Context: an optimization exercise on an open-source flow, tuned for small area, a short achievable clock period and few clock cycles. The choices shown serve that exercise and are no tape-out recipe.

==> run a <==
Design pn_eval_core, start of the top module:
module pn_eval_core
#(
    parameter int unsigned OPND_W    = 3,
    parameter int unsigned DATA_W    = 32,
    parameter int unsigned TOK_DEPTH = 16,
    parameter int unsigned STK_DEPTH = 8
) (
    input  logic                     clk,
    input  logic                     rst,
    input  logic                     in_valid,
    input  logic                     mode,
    input  logic                     operator,
    input  logic [OPND_W-1:0]        in,
    output logic                     busy,
    output logic                     out_valid,
    output logic signed [DATA_W-1:0] out,
    output logic                     err
);
Settings: LEC_CHECK=0, CAP_MARGIN=20, CORE_MARGIN=2, CORE_UTILIZATION=60, SLEW_MARGIN=20; clock period 11.0 ns.
standard.sh (not shown) runs the stock make flow with config.mk's settings and CLKGATE_MAP_FILE= SYNTH_SCRIPT=/design/flow/synth_recipe.tcl, a recipe that flattens the netlist after the stock synthesis.
==> flow/flow/run.sh <==
#!/bin/bash
set -euo pipefail
bash standard.sh SETUP_SLACK_MARGIN=6.5 finish > standard.log 2>&1
==> run b (differences from run a) <==
--- a/flow/design.v
+++ b/flow/design.v
@@ -103,16 +103,17 @@
     logic              os_v  [OS_D];
     logic              os_l  [OS_D];
     logic [1:0]        os_op [OS_D];
     logic              casc, revf;
     logic [DATA_W-1:0] ms;
     logic              cpa, acc;
     logic              imm_q;
     logic [1:0]        aop_q;
+    logic              sa_ms, sa_t0, sa_t1, sb_t0, sb_bit, sb_imm;
     logic [SIDX_W-1:0] oidx;
     logic [SCNT_W-1:0] ocnt;
     logic              oasc;
     logic              rev, pre, eng_on;
     logic [DATA_W-1:0] h_val;
     kind_t             kind;
     logic [1:0]        eop;
     logic              is_alu, mul_first, complete, consume;
@@ -130,18 +131,19 @@
     assign is_alu    = (kind == K_STKOP) || (kind == K_IMMOP) || (kind == K_CASC);
     assign mul_first = is_alu && (eop == pn_pkg::OP_MUL) && !cpa;
     assign complete  = (kind != K_NONE) && !mul_first;
     assign consume   = complete && (kind != K_CASC);
     logic [DATA_W-1:0] alu_a, alu_b, alu_r;
     logic              small0, small1, x_is0, csa_now;
     logic [DATA_W-1:0] mx, r0, r1, r2, cs_s, cs_c;
     logic [2:0]        mm;
-    assign alu_a = (cpa || acc) ? ms : (imm_q ? t0 : t1);
-    assign alu_b = cpa ? t0 : (acc ? (t1 & {DATA_W{t0[0]}}) : (imm_q ? h_val : t0));
+    assign alu_a = ({DATA_W{sa_ms}} & ms) | ({DATA_W{sa_t0}} & t0) | ({DATA_W{sa_t1}} & t1);
+    assign alu_b = ({DATA_W{sb_t0}} & t0) | ({DATA_W{sb_bit && t0[0]}} & t1) |
+                   ({DATA_W{sb_imm}} & h_val);
     pn_alu #(.DATA_W(DATA_W)) u_alu (
         .a      (alu_a),
         .b      (alu_b),
         .op     (aop_q),
         .swap   (rev),
         .result (alu_r)
     );
     assign small0  = (t0[DATA_W-1:OPND_W] == '0);
@@ -289,16 +291,18 @@
     assign pre_ok  = (dt > dmax_f) && (dt <= dmin_f + D_MAX);
     assign bad     = ovf || (mode_q ? !pre_ok : !post_ok);
     logic              busy_d, out_valid_d, err_d;
     logic [DATA_W-1:0] out_d, out_sel, rf0_d;
     logic [SIDX_W-1:0] oidx_d;
     logic [SCNT_W-1:0] ocnt_d;
     logic              oasc_d, done_next, eng_reset, ended;
     assign done_next = !hd_v_d && !casc_d && !cpa_d && !acc_d;
+    logic alu_wr;
+    assign alu_wr    = eng_on && is_alu;
     assign out_sel   = (oidx == SIDX_W'(sp - SCNT_W'(1))) ? t0 :
                        (oidx == SIDX_W'(sp - SCNT_W'(2))) ? t1 : rf_rd;
     assign rf0_d     = (rf_we && sp == SCNT_W'(2)) ? t1 : rf[0];
     always_comb begin
         state_d     = state;
         busy_d      = busy;
         out_valid_d = 1'b0;
         out_d       = '0;
@@ -347,19 +351,24 @@
             default: state_d = pn_pkg::IDLE;
         endcase
         if (ended) begin
             if (state == pn_pkg::RUN && bad) begin
                 out_valid_d = 1'b1;
                 err_d       = 1'b1;
                 busy_d      = 1'b0;
                 state_d     = pn_pkg::IDLE;
+            end else if (done_next && !revf_d && sp_d == SCNT_W'(1) && alu_wr) begin
+                state_d = pn_pkg::OUT;
+                oidx_d  = '0;
+                ocnt_d  = SCNT_W'(1);
+                oasc_d  = 1'b1;
             end else if (done_next && !revf_d) begin
                 out_valid_d = 1'b1;
-                out_d       = (sp_d == SCNT_W'(1)) ? t0_d :
+                out_d       = (sp_d == SCNT_W'(1)) ? h_val :
                               (sp_d == SCNT_W'(2)) ? t1_d : rf0_d;
                 oidx_d      = SIDX_W'(1);
                 ocnt_d      = sp_d - SCNT_W'(1);
                 oasc_d      = 1'b1;
                 if (sp_d == SCNT_W'(1)) begin
                     busy_d  = 1'b0;
                     state_d = pn_pkg::IDLE;
                 end else begin
@@ -375,16 +384,18 @@
     logic              mode_n, casc_n, os_v0_n, os_l0_n, pre_n, cpa_n, acc_n;
     assign mode_n  = eng_reset ? mode : mode_q;
     assign casc_n  = !eng_reset && casc_d;
     assign os_v0_n = !eng_reset && os_v_d[0];
     assign os_l0_n = os_l_d[0];
     assign pre_n   = mode_n && (state_d != pn_pkg::REV);
     assign cpa_n   = !eng_reset && cpa_d;
     assign acc_n   = !eng_reset && acc_d;
+    logic imm_n;
+    assign imm_n   = !casc_n && pre_n && hd_v_d && !hd_d[TOK_W-1] && os_v0_n && os_l0_n;
     always_ff @(posedge clk) begin
         if (rst) begin
             state     <= pn_pkg::IDLE;
             busy      <= 1'b0;
             out_valid <= 1'b0;
             out       <= '0;
             err       <= 1'b0;
         end else begin
@@ -444,17 +455,23 @@
             acc  <= acc_d;
         end
         casc <= casc_n;
         for (int i = 0; i < int'(OS_D); i++) begin
             os_v[i]  <= (i == 0) ? os_v0_n : (!eng_reset && os_v_d[i]);
             os_l[i]  <= os_l_d[i];
             os_op[i] <= os_op_d[i];
         end
-        imm_q <= !casc_n && pre_n && hd_v_d && !hd_d[TOK_W-1] && os_v0_n && os_l0_n;
+        imm_q <= imm_n;
+        sa_ms  <= cpa_n || acc_n;
+        sa_t0  <= !cpa_n && !acc_n && imm_n;
+        sa_t1  <= !cpa_n && !acc_n && !imm_n;
+        sb_t0  <= cpa_n || (!acc_n && !imm_n);
+        sb_bit <= !cpa_n && acc_n;
+        sb_imm <= !cpa_n && !acc_n && imm_n;
         if (cpa_n || acc_n)
             aop_q <= pn_pkg::OP_ADD;
         else if (!pre_n && hd_d[TOK_W-1])
             aop_q <= hd_d[1:0];
         else
             aop_q <= os_op_d[0];
         t0 <= t0_d;
         t1 <= t1_d;
==> flow/flow/run.sh (replaced) <==
#!/bin/bash
set -euo pipefail
bash standard.sh SETUP_SLACK_MARGIN=7 finish > standard.log 2>&1
- CORE_UTILIZATION: 60 -> 50
==> run c (differences from run a) <==
--- a/flow/design.v
+++ b/flow/design.v
@@ -103,19 +103,21 @@
     logic              os_v  [OS_D];
     logic              os_l  [OS_D];
     logic [1:0]        os_op [OS_D];
     logic              casc, revf;
     logic [DATA_W-1:0] ms;
     logic              cpa, acc;
     logic              imm_q;
     logic [1:0]        aop_q;
+    logic              sa_ms, sa_t0, sa_t1, sb_t0, sb_bit, sb_imm;
     logic [SIDX_W-1:0] oidx;
-    logic [SCNT_W-1:0] ocnt;
     logic              oasc;
+    logic              mode_n, casc_n, os_v0_n, os_l0_n, pre_n, cpa_n, acc_n;
+    logic              imm_n;
     logic              rev, pre, eng_on;
     logic [DATA_W-1:0] h_val;
     kind_t             kind;
     logic [1:0]        eop;
     logic              is_alu, mul_first, complete, consume;
     assign rev    = (state == pn_pkg::REV);
     assign pre    = mode_q & ~rev;
     assign eng_on = (state == pn_pkg::RUN) || (state == pn_pkg::WAIT) || rev;
@@ -130,18 +132,19 @@
     assign is_alu    = (kind == K_STKOP) || (kind == K_IMMOP) || (kind == K_CASC);
     assign mul_first = is_alu && (eop == pn_pkg::OP_MUL) && !cpa;
     assign complete  = (kind != K_NONE) && !mul_first;
     assign consume   = complete && (kind != K_CASC);
     logic [DATA_W-1:0] alu_a, alu_b, alu_r;
     logic              small0, small1, x_is0, csa_now;
     logic [DATA_W-1:0] mx, r0, r1, r2, cs_s, cs_c;
     logic [2:0]        mm;
-    assign alu_a = (cpa || acc) ? ms : (imm_q ? t0 : t1);
-    assign alu_b = cpa ? t0 : (acc ? (t1 & {DATA_W{t0[0]}}) : (imm_q ? h_val : t0));
+    assign alu_a = ({DATA_W{sa_ms}} & ms) | ({DATA_W{sa_t0}} & t0) | ({DATA_W{sa_t1}} & t1);
+    assign alu_b = ({DATA_W{sb_t0}} & t0) | ({DATA_W{sb_bit && ms[0]}} & t1) |
+                   ({DATA_W{sb_imm}} & h_val);
     pn_alu #(.DATA_W(DATA_W)) u_alu (
         .a      (alu_a),
         .b      (alu_b),
         .op     (aop_q),
         .swap   (rev),
         .result (alu_r)
     );
     assign small0  = (t0[DATA_W-1:OPND_W] == '0);
@@ -185,26 +188,27 @@
         rp_d   = rp;
         if (eng_on) begin
             if (mul_first) begin
                 ms_we = 1'b1;
                 if (csa_now) begin
                     t0_d  = cs_s;
                     ms_d  = cs_c;
                     cpa_d = 1'b1;
-                end else begin
-                    ms_d  = acc ? alu_r : '0;
+                end else if (!acc) begin
+                    ms_d  = t0;
+                    t0_d  = '0;
                     acc_d = 1'b1;
-                    if (acc) begin
-                        t0_d = t0 >> 1;
-                        t1_d = t1 << 1;
-                        if (t0[DATA_W-1:1] == '0) begin
-                            acc_d = 1'b0;
-                            cpa_d = 1'b1;
-                        end
+                end else begin
+                    t0_d = alu_r;
+                    t1_d = t1 << 1;
+                    ms_d = ms >> 1;
+                    if (ms[DATA_W-1:1] == '0) begin
+                        acc_d = 1'b0;
+                        cpa_d = 1'b1;
                     end
                 end
             end else if (complete) begin
                 cpa_d = 1'b0;
                 if (consume) rp_d = rev ? rp - TCNT_W'(1) : rp + TCNT_W'(1);
                 case (kind)
                     K_PUSH: begin
                         rf_we = 1'b1;
@@ -273,43 +277,61 @@
                 hd_d   = {operator, in};
                 hd_v_d = tok_we;
             end
         end else if (!hd_v) begin
             hd_d   = {operator, in};
             hd_v_d = tok_we;
         end
     end
-    logic signed [DCNT_W-1:0] dd, dp_n, dt, dmax_f, dmin_f;
-    logic                     post_ok, pre_ok, bad;
+    logic signed [DCNT_W-1:0] dd, dp_n, dmax_f, dmin_f;
+    logic signed [DCNT_W-1:0] c_dp, c_mx, c_mn, t_op, t_num;
+    logic                     c_perr, bad, bad_op, bad_num, bad_op_d, bad_num_d;
     assign dd      = tq_op ? D_MONE : D_ONE;
     assign dp_n    = dp + dd;
-    assign dt      = tq_v ? dp_n : dp;
     assign dmax_f  = (tq_v && dp > dmax) ? dp : dmax;
     assign dmin_f  = (tq_v && dp < dmin) ? dp : dmin;
-    assign post_ok = !perr && (dt >= D_ONE) && (dt <= D_MAX);
-    assign pre_ok  = (dt > dmax_f) && (dt <= dmin_f + D_MAX);
-    assign bad     = ovf || (mode_q ? !pre_ok : !post_ok);
+    assign c_dp    = eng_reset ? '0 : (tq_v ? dp_n : dp);
+    assign c_mx    = eng_reset ? '0 : dmax_f;
+    assign c_mn    = eng_reset ? '0 : dmin_f;
+    assign c_perr  = !eng_reset && (perr || (tq_v && (dp_n < D_ONE || dp_n > D_MAX)));
+    assign t_op    = c_dp + D_MONE;
+    assign t_num   = c_dp + D_ONE;
+    always_comb begin
+        if (mode_n) begin
+            bad_op_d  = !((t_op > c_mx) && (t_op > c_dp) &&
+                          (t_op <= c_mn + D_MAX) && (t_op <= c_dp + D_MAX));
+            bad_num_d = !((t_num > c_mx) && (t_num > c_dp) &&
+                          (t_num <= c_mn + D_MAX) && (t_num <= c_dp + D_MAX));
+        end else begin
+            bad_op_d  = c_perr || (t_op < D_ONE) || (t_op > D_MAX);
+            bad_num_d = c_perr || (t_num < D_ONE) || (t_num > D_MAX);
+        end
+    end
+    assign bad     = ovf || !tq_v || (tq_op ? bad_op : bad_num);
     logic              busy_d, out_valid_d, err_d;
-    logic [DATA_W-1:0] out_d, out_sel, rf0_d;
+    logic [DATA_W-1:0] out_d, out_sel, rf0_d, out_q;
+    logic              out_t0, out_t0_d;
+    assign out = out_q | ({DATA_W{out_t0}} & t0);
     logic [SIDX_W-1:0] oidx_d;
-    logic [SCNT_W-1:0] ocnt_d;
     logic              oasc_d, done_next, eng_reset, ended;
     assign done_next = !hd_v_d && !casc_d && !cpa_d && !acc_d;
+    logic alu_wr;
+    assign alu_wr    = eng_on && is_alu;
     assign out_sel   = (oidx == SIDX_W'(sp - SCNT_W'(1))) ? t0 :
                        (oidx == SIDX_W'(sp - SCNT_W'(2))) ? t1 : rf_rd;
     assign rf0_d     = (rf_we && sp == SCNT_W'(2)) ? t1 : rf[0];
     always_comb begin
         state_d     = state;
         busy_d      = busy;
         out_valid_d = 1'b0;
         out_d       = '0;
+        out_t0_d    = 1'b0;
         err_d       = 1'b0;
         oidx_d      = oidx;
-        ocnt_d      = ocnt;
         oasc_d      = oasc;
         eng_reset   = 1'b0;
         ended       = 1'b0;
         case (state)
             pn_pkg::IDLE: begin
                 busy_d = 1'b0;
                 if (in_valid) begin
                     eng_reset = 1'b1;
@@ -325,78 +347,82 @@
             end
             pn_pkg::REV0: begin
                 state_d = pn_pkg::REV;
             end
             pn_pkg::REV: begin
                 if (consume && rp == '0) begin
                     state_d = pn_pkg::OUT;
                     oidx_d  = SIDX_W'(sp_d - SCNT_W'(1));
-                    ocnt_d  = sp_d;
                     oasc_d  = 1'b0;
                 end
             end
             pn_pkg::OUT: begin
                 out_valid_d = 1'b1;
                 out_d       = out_sel;
                 oidx_d      = oasc ? oidx + SIDX_W'(1) : oidx - SIDX_W'(1);
-                ocnt_d      = ocnt - SCNT_W'(1);
-                if (ocnt == SCNT_W'(1)) begin
+                if (oasc ? (oidx == SIDX_W'(sp - SCNT_W'(1))) : (oidx == '0)) begin
                     busy_d  = 1'b0;
                     state_d = pn_pkg::IDLE;
                 end
             end
             default: state_d = pn_pkg::IDLE;
         endcase
         if (ended) begin
             if (state == pn_pkg::RUN && bad) begin
                 out_valid_d = 1'b1;
                 err_d       = 1'b1;
                 busy_d      = 1'b0;
                 state_d     = pn_pkg::IDLE;
+            end else if (done_next && !revf_d && sp_d == SCNT_W'(1) && alu_wr) begin
+                out_valid_d = 1'b1;
+                out_t0_d    = 1'b1;
+                busy_d      = 1'b0;
+                state_d     = pn_pkg::IDLE;
             end else if (done_next && !revf_d) begin
                 out_valid_d = 1'b1;
-                out_d       = (sp_d == SCNT_W'(1)) ? t0_d :
+                out_d       = (sp_d == SCNT_W'(1)) ? h_val :
                               (sp_d == SCNT_W'(2)) ? t1_d : rf0_d;
                 oidx_d      = SIDX_W'(1);
-                ocnt_d      = sp_d - SCNT_W'(1);
                 oasc_d      = 1'b1;
                 if (sp_d == SCNT_W'(1)) begin
                     busy_d  = 1'b0;
                     state_d = pn_pkg::IDLE;
                 end else begin
                     state_d = pn_pkg::OUT;
                 end
             end else if (done_next) begin
                 state_d = pn_pkg::REV0;
             end else begin
                 state_d = pn_pkg::WAIT;
             end
         end
     end
-    logic              mode_n, casc_n, os_v0_n, os_l0_n, pre_n, cpa_n, acc_n;
     assign mode_n  = eng_reset ? mode : mode_q;
     assign casc_n  = !eng_reset && casc_d;
     assign os_v0_n = !eng_reset && os_v_d[0];
     assign os_l0_n = os_l_d[0];
     assign pre_n   = mode_n && (state_d != pn_pkg::REV);
     assign cpa_n   = !eng_reset && cpa_d;
     assign acc_n   = !eng_reset && acc_d;
+    assign imm_n   = !casc_n && pre_n && hd_v_d && !hd_d[TOK_W-1] && os_v0_n && os_l0_n;
     always_ff @(posedge clk) begin
         if (rst) begin
             state     <= pn_pkg::IDLE;
             busy      <= 1'b0;
             out_valid <= 1'b0;
-            out       <= '0;
+            out_q     <= '0;
+            out_t0    <= 1'b0;
             err       <= 1'b0;
         end else begin
             state     <= state_d;
             busy      <= busy_d;
             out_valid <= out_valid_d;
-            out       <= out_d;
+            out_q     <= out_d;
+            out_t0    <= out_t0_d;
             err       <= err_d;
         end
     end
     always_ff @(posedge clk) begin
         if (eng_reset) begin
             tok_mem[0] <= {operator, in};
             wp     <= TCNT_W'(1);
             ovf    <= 1'b0;
@@ -417,17 +443,19 @@
             end
             if (tq_v) begin
                 dp   <= dp_n;
                 dmax <= dmax_f;
                 dmin <= dmin_f;
                 if (dp_n < D_ONE || dp_n > D_MAX) perr <= 1'b1;
             end
         end
-        mode_q <= mode_n;
+        mode_q  <= mode_n;
+        bad_op  <= bad_op_d;
+        bad_num <= bad_num_d;
     end
     always_ff @(posedge clk) begin
         if (eng_reset) begin
             rp   <= '0;
             sp   <= '0;
             revf <= 1'b0;
             cpa  <= 1'b0;
             acc  <= 1'b0;
@@ -444,29 +472,34 @@
             acc  <= acc_d;
         end
         casc <= casc_n;
         for (int i = 0; i < int'(OS_D); i++) begin
             os_v[i]  <= (i == 0) ? os_v0_n : (!eng_reset && os_v_d[i]);
             os_l[i]  <= os_l_d[i];
             os_op[i] <= os_op_d[i];
         end
-        imm_q <= !casc_n && pre_n && hd_v_d && !hd_d[TOK_W-1] && os_v0_n && os_l0_n;
+        imm_q <= imm_n;
+        sa_ms  <= cpa_n;
+        sa_t0  <= !cpa_n && (acc_n || imm_n);
+        sa_t1  <= !cpa_n && !acc_n && !imm_n;
+        sb_t0  <= cpa_n || (!acc_n && !imm_n);
+        sb_bit <= !cpa_n && acc_n;
+        sb_imm <= !cpa_n && !acc_n && imm_n;
         if (cpa_n || acc_n)
             aop_q <= pn_pkg::OP_ADD;
         else if (!pre_n && hd_d[TOK_W-1])
             aop_q <= hd_d[1:0];
         else
             aop_q <= os_op_d[0];
         t0 <= t0_d;
         t1 <= t1_d;
         if (ms_we) ms <= ms_d;
         if (eng_on && rf_we) begin
             for (int j = 0; j < int'(RF_D); j++)
                 if (sp == SCNT_W'(j + 2)) rf[j] <= t1;
         end
         hd   <= hd_d;
         hd_v <= hd_v_d;
         oidx <= oidx_d;
-        ocnt <= ocnt_d;
         oasc <= oasc_d;
     end
 endmodule
- CORE_UTILIZATION: 60 -> 50
==> comparison table <==
metric                                                           run b           run a           run c
Count of multi-input combinational gates                          2071            2273            2224
Critical path origin                                             t0[0]             acc          out_t0
Skew final                                                 0.009938 ns      0.02934 ns      0.02717 ns
Arrival time reported for the critical path endpoint           4.78 ns         5.31 ns         2.19 ns
Via count                                                        25240           26670           24770
Worst path depth                                                    14              19               3
R2R setup slack                                                6.57 ns         6.16 ns         6.61 ns
Met1 usage in global routing                                    45.71%          49.38%          40.80%
Initial core utilization                                        50.48%          61.01%          50.65%
Worst hold-check slack                                       0.4557 ns       0.4560 ns       0.4582 ns
Post-DP HPWL                                                  64.43 mm        62.69 mm        62.61 mm
Die span in x                                                 245.1 um        222.0 um        246.0 um
End of the worst hold path                                 os_op[4][0]     os_op[4][1]     os_op[4][1]
Pin count of the biggest net entering global routing                62              64              77
Result of the run                                       finished clean  finished clean  finished clean
Number of CTS-inserted buffers                                      51              50              52
Area share of xor/xnor cells in the synthesized design          2.879%          3.338%          3.560%
No run of this note included a check of the RTL's function; only the layout flow was run.

==> re-timing with driven ports <==
In the flow no input, the clock included, has a driving cell. The finished layouts below were timed again as built, in two steps. Step 1: set_driving_cell puts a clkbuf_16 on clk and a buf_2 on each other input, an assumption about the parent block. Step 2, shift: input delay + t, output delay - t, t = (earliest + latest rising clock arrival at the registers) / 2. This alone moves slack from input paths to output paths. Three values: ideal ports, drivers, drivers and shift; two values: the first two.
| run | t (ns) | setup slack, ns | hold slack, ns |
|---|---|---|---|
| run a | 0.651 | 6.160 / 6.160 / 6.160 | 0.456 / 0.456 / 0.456 |
| run b | 0.658 | 6.570 / 6.570 / 6.328 | 0.456 / 0.456 / 0.456 |
| run c | 0.676 | 6.613 / 6.552 / 6.000 | 0.458 / 0.458 / 0.458 |
After both steps every run listed still meets setup and hold. The setup slack of run c, which loses most, moves by -0.061 ns with the drivers and by -0.613 ns with both steps.
